This is an optimization exercise on Yosys and OpenROAD, whose aim is small area and a short achievable clock period, not a production implementation. Function was checked by simulation only, so behaviour that the tests miss may differ from the original.

Design md_unit, start of the top module:
module md_unit #(
    parameter int MUL_LAT = 5,
    parameter int DIV_LAT = 10
) (
    input  logic        clk,
    input  logic        resetn,
    input  logic        start,
    input  logic        valid,
    input  logic [2:0]  op,
    input  logic [31:0] A,
    input  logic [31:0] B,
    output logic        busy,
    output logic [31:0] HI,
    output logic [31:0] LO
);
Size in the first run: about 140 I/O pins, roughly 0.022 mm^2 of cells after synthesis.
clock: 110.0 ns
lec_check: 0
cap_margin: 20
core_margin: 2
core_utilization: 40
slew_margin: 20
buffer_ports_args: -buffer_cell sky130_fd_sc_hd__buf_2
standard.sh (not shown) runs the stock make flow with config.mk's settings and CLKGATE_MAP_FILE= SYNTH_SCRIPT=/design/flow/synth_recipe.tcl, a recipe that flattens the netlist after the stock synthesis.
==> flow/flow/run.sh <==
#!/bin/bash
set -euo pipefail
echo 'export BUFFER_PORTS_ARGS = -buffer_cell sky130_fd_sc_hd__buf_2' >> config.mk
bash standard.sh > standard.log 2>&1
Edit:
ABC_AREA = 1   (was default)
Result: Wire length drops by 6.5%. Utilization went up by 0.25 points. Cell area came out lower by 4.7%. Non-clock buffer count decreases by 3. Die area shrinks by about 5.5%. Cell count goes up by 4.9%.
Edit:
==> flow/run.sh (new file) <==
#!/bin/bash
# synth_recipe.tcl (not shown) runs the flow's synth.tcl, then flattens the netlist and writes it again
# the make line also repeats each setting of config.mk as NAME=value (left out here)
make -C /OpenROAD-flow-scripts/flow DESIGN_CONFIG=/design/flow/config.mk WORK_HOME=/design/flow/orfs CLKGATE_MAP_FILE= SYNTH_SCRIPT=/design/flow/synth_recipe.tcl finish
ABC_AREA = default   (was 1)
BUFFER_PORTS_ARGS = default   (was -buffer_cell sky130_fd_sc_hd__buf_2)
removed: flow/flow/run.sh
removed: flow/standard.sh
After rerunning: The changed run completed with no timing, DRC or antenna violations; routed wire length increases by 7.9%; global-route usage is about the same; synthesized cell count came out lower by 4.6%; sequential cell count stays the same.

* * *

== run A ==
Another version of the RTL of md_unit (not shown whole).
Size in the first run: about 2600 cells after synthesis, about 170 flip-flops, ~140 I/O pins.
clock: 110.0 ns
lec_check: 0
abc_area: 1
cap_margin: 72
core_margin: 2
core_utilization: 40
slew_margin: 72
buffer_ports_args: -buffer_cell sky130_fd_sc_hd__buf_2
==> flow/flow/run.sh <==
#!/bin/bash
set -euo pipefail
echo 'export BUFFER_PORTS_ARGS = -buffer_cell sky130_fd_sc_hd__buf_2' >> config.mk
bash standard.sh > standard.log 2>&1
Run A reached the final stage; the timing, DRC and antenna checks on its layout passed.
Input changes introduced in run B (baseline for comparison: run A):
Settings: setting PLACE_DENSITY to 0.75 for the first time; setting CTS_ARGS to -sink_clustering_enable -repair_clock_nets -dont_use_dummy_load for the first time; changing SLEW_MARGIN from 72 to 60; changing CORE_UTILIZATION from 40 to 65; changing CAP_MARGIN from 72 to 60.
==> flow/flow/run.sh <==
#!/bin/bash
set -euo pipefail
cat >> config.mk <<'EOF'
export BUFFER_PORTS_ARGS = -buffer_cell sky130_fd_sc_hd__buf_2
export CTS_ARGS = -sink_clustering_enable -repair_clock_nets -dont_use_dummy_load
EOF
bash standard.sh > standard.log 2>&1
## What came out
Result: PASS for each of run A and run B
Cmp run B vs run A: worst path arrival time lower in run B
Against run A, floorplan die height in run B fell by more than 10%.
Compared to run A, run B shows a wider setup margin.
Delta (run B minus run A): via count +536, count of plain and timing-repair buffers in the layout -about 13%.
Clock period minus final worst setup slack in run B vs run A: down 0.19 ns
Inputs modified between run B and run C:
Settings: PLACE_DENSITY: 0.75 -> unset; CORE_UTILIZATION: 65 -> 40; CAP_MARGIN: 60 -> 85; CTS_ARGS: -sink_clustering_enable -repair_clock_nets -dont_use_dummy_load -> unset; SLEW_MARGIN: 60 -> 85.
==> flow/flow/run.sh <==
#!/bin/bash
set -euo pipefail
echo 'export BUFFER_PORTS_ARGS = -buffer_cell sky130_fd_sc_hd__buf_2' >> config.mk
bash standard.sh > standard.log 2>&1
Achievable frequency came out lower on run C than on run B.
Diff run B..run C | clock-buffer cell count | unchanged
Run B has a lower layout buffer count excluding clock buffers than run C.
In the flow results for run C and run B, the total vias in the final route is smaller on run B.
Looking at count of inserted antenna diode cells, run C sits 1 below run B.
When run C is measured against run B, its clock period minus worst slack turns out 0.51 ns higher.
Compared to run B, run C shows a narrower setup margin.
The following lists how run D was set up differently from run C:
Settings: CAP_MARGIN: 85 -> 65; CORE_UTILIZATION: 40 -> 65; SLEW_MARGIN: 85 -> 65; BUFFER_PORTS_ARGS: -buffer_cell sky130_fd_sc_hd__buf_2 -> -buffer_cell sky130_fd_sc_hd__buf_1; PLACE_DENSITY: unset -> 0.75; CTS_ARGS: unset -> -sink_clustering_enable -repair_clock_nets -dont_use_dummy_load.
==> flow/flow/run.sh <==
#!/bin/bash
set -euo pipefail
cat >> config.mk <<'EOF'
export BUFFER_PORTS_ARGS = -buffer_cell sky130_fd_sc_hd__buf_1
export CTS_ARGS = -sink_clustering_enable -repair_clock_nets -dont_use_dummy_load
EOF
bash standard.sh > standard.log 2>&1
### Flow results
Run D finished every step from synthesis to the final layout, and the layout passed the timing, DRC and antenna checks.
Where shortest period the worst path allows is concerned, run C is outperformed by run D.
[compare] base=run C new=run D: wire length went down by 8.7 mm; number of global-route vias before repair went down by 5.1%.
Headroom to the max-slew limit came out lower on run D than on run C.
On final cell count, the lower figure sits with run D, not run C.
Row growth of design area from synthesis to finish: run D lower / run C higher
--- input diff run D..run E ---
Settings: CTS_ARGS no longer set, was -sink_clustering_enable -repair_clock_nets -dont_use_dummy_load; SLEW_MARGIN now 60, was 65; CORE_UTILIZATION now 40, was 65; CAP_MARGIN now 60, was 65; PLACE_DENSITY no longer set, was 0.75; BUFFER_PORTS_ARGS now -buffer_cell sky130_fd_sc_hd__buf_2, was -buffer_cell sky130_fd_sc_hd__buf_1.
==> flow/flow/run.sh <==
#!/bin/bash
set -euo pipefail
echo 'export BUFFER_PORTS_ARGS = -buffer_cell sky130_fd_sc_hd__buf_2' >> config.mk
bash standard.sh > standard.log 2>&1
[summary]
Having completed the whole flow, run E delivered a layout that passed the timing, DRC and antenna checks.
Run D ended up with inv_2 as its library cell contributing the largest single delay on the critical path; run E ended up with nand2_1.
Run E against run D: biggest fanout along the worst timing path dropped 4; time the worst path needs with I/O delays and setup up 0.38 ns.
Per the comparison of run E with run D, global-route usage went down 14 points, area of all placed cells without fillers now sits higher, non-clock buffer count shrank by about 2.2%.
[run E] average wire length per cell after detail routing fell about 3.4% relative to run D
When run E is measured against run D, its routed length on met2 turns out 7.4% higher.
Looking at run E and run D, the clock transition time at the flip-flop clock pins of the worst setup and hold paths is a wash.

* * *

Setup of v6:
The RTL this note starts from:
==> flow/design.v <==
module md_unit #(
    parameter int MUL_LAT = 5,
    parameter int DIV_LAT = 10
) (
    input  logic        clk,
    input  logic        resetn,
    input  logic        start,
    input  logic        valid,
    input  logic [2:0]  op,
    input  logic [31:0] A,
    input  logic [31:0] B,
    output logic        busy,
    output logic [31:0] HI,
    output logic [31:0] LO
);
    logic        busy_q;
    logic [3:0]  cnt_q;
    logic        isdiv_q;    
    logic        sgn_q;      
    logic        first_q;    
    logic        last_q;     
    logic        ybit_q;     
    logic        negq_q;     
    logic        negr_q;     
    logic        sb_q;       
    logic [31:0] hi_q, lo_q;
    logic [31:0] m_q;        
    logic [31:0] sh_q;       
    logic [34:0] acc_q;      
    logic fire, last;
    assign fire = start & valid & ~busy_q;
    assign last = busy_q & last_q;
    function automatic logic [35:0] rca35(input logic [34:0] a, input logic [34:0] b,
                                          input logic ci);
        logic c;
        logic [35:0] o;
        c = ci;
        for (int j = 0; j < 35; j++) begin
            o[j] = a[j] ^ b[j] ^ c;
            c    = (a[j] & b[j]) | (c & (a[j] ^ b[j]));
        end
        o[35] = c;
        rca35 = o;
    endfunction
    function automatic logic [36:0] bk_carry(input logic [35:0] g_in, input logic [35:0] p_in,
                                             input logic ci);
        logic [35:0] g, p;
        logic [36:0] c;
        g = g_in; p = p_in;
        g[0] = g[0] | (p[0] & ci);
        for (int l = 0; l < 6; l++)
            for (int j = 0; j < 36; j++)
                if ((j % (2 << l)) == (2 << l) - 1) begin
                    g[j] = g[j] | (p[j] & g[j - (1 << l)]);
                    p[j] = p[j] & p[j - (1 << l)];
                end
        for (int l = 4; l >= 0; l--)
            for (int j = 0; j < 36; j++)
                if (j >= (3 << l) - 1 && ((j + 1) % (2 << l)) == (1 << l)) begin
                    g[j] = g[j] | (p[j] & g[j - (1 << l)]);
                    p[j] = p[j] & p[j - (1 << l)];
                end
        c[0] = ci;
        for (int j = 0; j < 36; j++) c[j+1] = g[j];
        bk_carry = c;
    endfunction
    function automatic logic [31:0] cneg(input logic [31:0] x, input logic n);
        logic m;
        logic [31:0] o;
        m = 1'b0;
        for (int j = 0; j < 32; j++) begin
            o[j] = x[j] ^ m;
            m    = m | (n & x[j]);
        end
        cneg = o;
    endfunction
    logic [34:0] mx, mx2;
    assign mx  = {{3{sb_q}}, m_q};
    assign mx2 = {mx[33:0], 1'b0};
    function automatic logic [35:0] brow(input logic [34:0] acc, input logic [2:0] dig,
                                         input logic [34:0] x1, input logic [34:0] x2);
        logic one, two, neg;
        logic [34:0] pp;
        one = dig[0] ^ dig[1];
        two = (dig == 3'b011) | (dig == 3'b100);
        neg = dig[2] & ~(dig[1] & dig[0]);
        pp  = ((x1 & {35{one}}) | (x2 & {35{two}})) ^ {35{neg}};
        brow = rca35(acc, pp, neg);
    endfunction
    logic [34:0] macc [0:4];
    logic [31:0] msh  [0:4];
    logic        myb  [0:4];
    logic [35:0] mfix;
    always_comb begin
        macc[0] = acc_q;
        msh[0]  = sh_q;
        myb[0]  = ybit_q;
        mfix    = '0;
        for (int k = 0; k < 4; k++) begin
            logic [35:0] s;
            logic [2:0]  dig;
            dig = {msh[k][1:0], myb[k]};
            if (k == 0 && last_q)
                dig = {2'b00, ~sgn_q & ybit_q};
            s         = brow(macc[k], dig, mx, mx2);
            if (k == 0)
                mfix = s;
            macc[k+1] = {{2{s[34]}}, s[34:2]};
            msh[k+1]  = {s[1:0], msh[k][31:2]};
            myb[k+1]  = msh[k][1];
        end
    end
    logic        sa, sb;
    logic [31:0] absa;
    logic [32:0] dneg;       
    logic        dcin;
    assign sa   = sgn_q & sh_q[31];
    assign sb   = sb_q;
    assign absa = cneg(sh_q, sa);
    assign dneg = {1'b1, m_q};
    assign dcin = ~sb;
    logic top1, dz, d1, d2, d3;
    assign top1 = &m_q[31:2];
    assign dz = top1 & ~sb & (m_q[1:0] == 2'd3);
    assign d1 = top1 & (m_q[1:0] == (sb ? 2'd3 : 2'd2));
    assign d2 = top1 & (m_q[1:0] == (sb ? 2'd2 : 2'd1));
    assign d3 = top1 & (m_q[1:0] == (sb ? 2'd1 : 2'd0));
    logic       q31, q30;
    logic       r1;
    logic [1:0] rr2, r2;
    always_comb begin
        q31 = dz | (d1 & absa[31]);
        r1  = absa[31] & ~d1;
        rr2 = {r1, absa[30]};
        q30 = dz | (d1 & (rr2 >= 2'd1)) | (d2 & (rr2 >= 2'd2)) | (d3 & (rr2 == 2'd3));
        r2  = dz ? rr2 : d1 ? (rr2 - 2'd1) & {2{q30}} | rr2 & {2{~q30}} :
              d2 ? (q30 ? rr2 - 2'd2 : rr2) : d3 ? (q30 ? 2'd0 : rr2) : rr2;
    end
    logic [31:0] drem [0:3];
    logic [2:0]  dq;
    logic [2:0]  dbit;
    assign drem[0] = acc_q[31:0] | {30'd0, r2 & {2{first_q}}};
    assign dbit    = first_q ? absa[29:27] : sh_q[31:29];
    always_comb begin
        for (int k = 0; k < 3; k++) begin
            logic [32:0] rr;
            logic [33:0] t;
            logic [36:0] cy;
            rr        = {drem[k], dbit[2-k]};
            cy        = bk_carry({3'd0, rr & dneg}, {3'd0, rr ^ dneg}, dcin);
            t         = {cy[33], rr ^ dneg ^ cy[32:0]};
            dq[2-k]   = t[33];
            drem[k+1] = t[33] ? t[31:0] : rr[31:0];
        end
    end
    logic [31:0] quo;
    assign quo = {sh_q[28:0], dq};
    logic [31:0] res_hi, res_lo;
    always_comb begin
        if (isdiv_q) begin
            res_hi = cneg(drem[3], negr_q);
            res_lo = cneg(quo, negq_q);
        end else begin
            res_hi = mfix[31:0];
            res_lo = sh_q;
        end
    end
    always_ff @(posedge clk or negedge resetn) begin
        if (!resetn) begin
            busy_q <= 1'b0;
            hi_q   <= '0;
            lo_q   <= '0;
        end else begin
            if (fire & ~op[2])
                busy_q <= 1'b1;
            else if (last)
                busy_q <= 1'b0;
            if (last) begin
                hi_q <= res_hi;
                lo_q <= res_lo;
            end else if (fire & (op == 3'd4)) begin
                hi_q <= A;
            end else if (fire & (op == 3'd5)) begin
                lo_q <= A;
            end
        end
    end
    always_ff @(posedge clk) begin
        if (!busy_q) begin
            cnt_q   <= op[1] ? 4'd9 : 4'd4;
            isdiv_q <= op[1];
            sgn_q   <= ~op[0];
            first_q <= 1'b1;
            last_q  <= 1'b0;
            m_q     <= B ^ {32{op[1] & ~(~op[0] & B[31])}};
            sb_q    <= ~op[0] & B[31];
            sh_q    <= A;
            acc_q   <= '0;
            ybit_q  <= 1'b0;
        end else begin
            cnt_q   <= cnt_q - 4'd1;
            first_q <= 1'b0;
            last_q  <= (cnt_q == 4'd1);
            if (first_q) begin
                negq_q <= (sa ^ sb) & ~dz;
                negr_q <= sa;
            end
            if (!isdiv_q) begin
                acc_q  <= macc[4];
                sh_q   <= msh[4];
                ybit_q <= myb[4];
            end else begin
                acc_q <= {3'd0, drem[3]};
                sh_q  <= first_q ? {absa[26:0], q31, q30, dq} : {sh_q[28:0], dq};
            end
        end
    end
    assign busy = busy_q;
    assign HI   = hi_q;
    assign LO   = lo_q;
endmodule
==> flow/config.mk <==
export PLATFORM = sky130hd
export DESIGN_NAME = md_unit
export DESIGN_NICKNAME = md_unit
export VERILOG_FILES = /design/flow/design.v
export SDC_FILE = /design/flow/constraint.sdc
export NUM_CORES = 4
export LEC_CHECK = 0
export ABC_AREA = 1
export CAP_MARGIN = 40
export CORE_MARGIN = 2
export CORE_UTILIZATION = 40
export SLEW_MARGIN = 40
export BUFFER_PORTS_ARGS = -buffer_cell sky130_fd_sc_hd__buf_2
==> flow/constraint.sdc <==
create_clock -name core_clock -period 110.0 [get_ports {clk}]
set_input_delay 22.0000 -clock core_clock [delete_from_list [all_inputs] [get_ports {clk}]]
set_output_delay 22.0000 -clock core_clock [all_outputs]
set_load 0.01 [all_outputs]
==> flow/flow/run.sh <==
#!/bin/bash
set -euo pipefail
echo 'export BUFFER_PORTS_ARGS = -buffer_cell sky130_fd_sc_hd__buf_2' >> config.mk
bash standard.sh > standard.log 2>&1
### v6 -> v4
- SLEW_MARGIN: 40 -> 60
- CAP_MARGIN: 40 -> 60
- PLACE_DENSITY: unset -> 0.7
- CORE_UTILIZATION: 40 -> 60
Notes after the runs:
Compared to v6, the routing of v4 uses less wire. v4: fraction of cell area in non-clock buffers is 0.22 points higher than what v6 reported. v4 — data required time of the critical path 40 ps lower, v6 as reference.
diff inputs: v4 => v7
- BUFFER_PORTS_ARGS: -buffer_cell sky130_fd_sc_hd__buf_2 -> -buffer_cell sky130_fd_sc_hd__buf_1
- CTS_ARGS: unset -> -sink_clustering_enable -repair_clock_nets -dont_use_dummy_load
- CTS_CLUSTER_SIZE: unset -> 30
- CORE_UTILIZATION: 60 -> 65
- PLACE_DENSITY: 0.7 -> 0.75
==> flow/flow/run.sh <==
#!/bin/bash
set -euo pipefail
cat >> config.mk <<'EOF'
export BUFFER_PORTS_ARGS = -buffer_cell sky130_fd_sc_hd__buf_1
export CTS_ARGS = -sink_clustering_enable -repair_clock_nets -dont_use_dummy_load
EOF
bash standard.sh > standard.log 2>&1
==> comparison <==
The flow did not stop early for v7: all stages ran, and the layout cleared the timing, DRC and antenna checks. Measured against each other, v4 and v7 differ in total placed cells including tap cells, the lower figure coming from v7. v7 vs. v4: time the worst path needs with I/O delays and setup moved down; first-pass GRT wire length moved up.
> inputs changed (v7 -> v22)
- swapping -buffer_cell sky130_fd_sc_hd__buf_1 for -buffer_cell sky130_fd_sc_hd__buf_2 in BUFFER_PORTS_ARGS
- clearing PLACE_DENSITY, which used to be 0.75
- clearing CTS_CLUSTER_SIZE, which used to be 30
- swapping -sink_clustering_enable -repair_clock_nets -dont_use_dummy_load for -sink_clustering_enable -repair_clock_nets -dont_use_dummy_load -buf_list sky130_fd_sc_hd__clkbuf_8 in CTS_ARGS
- swapping 65 for 40 in CORE_UTILIZATION
==> flow/flow/run.sh <==
#!/bin/bash
set -euo pipefail
cat >> config.mk <<'EOF'
export BUFFER_PORTS_ARGS = -buffer_cell sky130_fd_sc_hd__buf_2
export CTS_ARGS = -sink_clustering_enable -repair_clock_nets -dont_use_dummy_load -buf_list sky130_fd_sc_hd__clkbuf_8
EOF
bash standard.sh > standard.log 2>&1
## What came out
- v22 vs. v7: number of DRC violations after detailed-routing iteration 0 went down 713.
- Proportion of final cell area spent on non-clock buffers for v22 is higher than for v7.
- Worst setup slack (higher): v7
- Going from v7 to v22, number of placed instances, taps included increased 9.2%, hold slack increased 31 ps.
- The count of fill cells added during filler insertion in v22 sits about 90% above the value recorded for v7.
- v22 ended up with hi_q[3]$_DFFE_PN0P_ as its endpoint of the worst setup timing path; v7 ended up with hi_q[31]$_DFFE_PN0P_.
- Compared to v7, the router laid down more metal wire for v22.
## Diff of input files: v47 against v22
- CORE_UTILIZATION now 70, was 40
- PLACE_DENSITY now 0.8, previously not set
- CTS_ARGS now -sink_clustering_enable -repair_clock_nets -dont_use_dummy_load, was -sink_clustering_enable -repair_clock_nets -dont_use_dummy_load -buf_list sky130_fd_sc_hd__clkbuf_8
- BUFFER_PORTS_ARGS now -buffer_cell sky130_fd_sc_hd__buf_1, was -buffer_cell sky130_fd_sc_hd__buf_2
==> flow/flow/run.sh <==
#!/bin/bash
set -euo pipefail
cat >> config.mk <<'EOF'
export BUFFER_PORTS_ARGS = -buffer_cell sky130_fd_sc_hd__buf_1
export CTS_ARGS = -sink_clustering_enable -repair_clock_nets -dont_use_dummy_load
EOF
bash standard.sh > standard.log 2>&1
### Flow results
- v22 finished all stages; the layout is clean.
- v47 finished every stage and its layout cleared the timing, DRC and antenna checks.
- Lower post-route standard cell area excluding fillers goes to v47 over v22.
- Against v22, v47 comes in 0.30 points higher on sequential share of layout area.
- v47: non-clock buffer total of the final layout 0.56% above v22
- Met3 track demand over resource in global routing delta for v47 relative to v22: 6.1 points higher
- Delta(wire length, v47 - v22) < 0
#### Input delta (v33 over v47)
- PLACE_DENSITY: 0.8 -> 0.75
- CORE_UTILIZATION: 70 -> 65
### Flow results
- Number of antenna diodes: v33 vs v47 up 2
- The first-pass iteration count of the detailed router in v33 sits 2 below the value recorded for v47.
- As far as count of buffers from port buffering goes, v33 and v47 are indistinguishable; the numbers are identical.
- On v33: global-route usage is 2.3 points lower than what v47 gave.
- v33: full flow OK, the timing, DRC and antenna checks passed
- Per the comparison of v33 with v47, routability-driven placement congestion ratio saw a decrease, clock transition at the register clock pins on the worst setup and hold paths after CTS saw little to no change.
- Compared to v47, v33 has die area 7.5% higher.
- Global-route wire length before repair in v33 is 2700 µm higher than in v47

[what the ideal ports hide]
The results above use ideal ports. As a check the final layouts listed here were re-extracted and re-timed, cells and wires unchanged.
Step 1 sets driving cells, clkbuf_16 on the clock port and buf_2 on the other inputs (assumed; they add their load-dependent delay and slew).
Step 2 moves the port delays by t, midway between the first and last clock arrival at a register: inputs arrive t later, outputs are due t later. That takes back most of the time a late clock gives input paths.
Three values: no drivers, after step 1, after step 2; two values: the first two.
| run | t, ns | slack for setup (ns) | worst setup path after step 2 |
|---|---|---|---|
| the first run of note 1 | 0.526 | 86.288 / 86.322 / 85.796 | input to register |
| the second run of note 1 | 0.569 | 85.801 / 85.839 / 85.270 | input to register |
| the third run of note 1 | 0.523 | 85.956 / 85.992 / 85.469 | input to register |
| run A | 0.571 | 86.663 / 86.687 / 86.132 | input to register |
| run B | 0.516 | 86.849 / 86.823 / 86.370 | input to register |
| run C | 0.581 | 86.340 / 86.380 / 85.799 | input to register |
| run D | 0.516 | 86.764 / 86.796 / 86.281 | input to register |
| run E | 0.570 | 86.383 / 86.425 / 85.855 | input to register |
| v6 | 0.562 | 86.007 / 86.047 / 85.485 | input to register |
| v4 | 0.528 | 86.706 / 86.743 / 86.215 | input to register |
| v7 | 0.510 | 86.780 / 86.817 / 86.307 | input to register |
| v22 | 0.631 | 86.455 / 86.491 / 85.860 | input to register |
| v47 | 0.497 | 86.287 / 86.318 / 85.820 | input to register |
| v33 | 0.510 | 86.780 / 86.817 / 86.307 | input to register |
After both steps every run listed still meets setup and hold. The setup slack of v22, which loses most, moves by +0.036 ns with the drivers and by -0.595 ns with both steps.
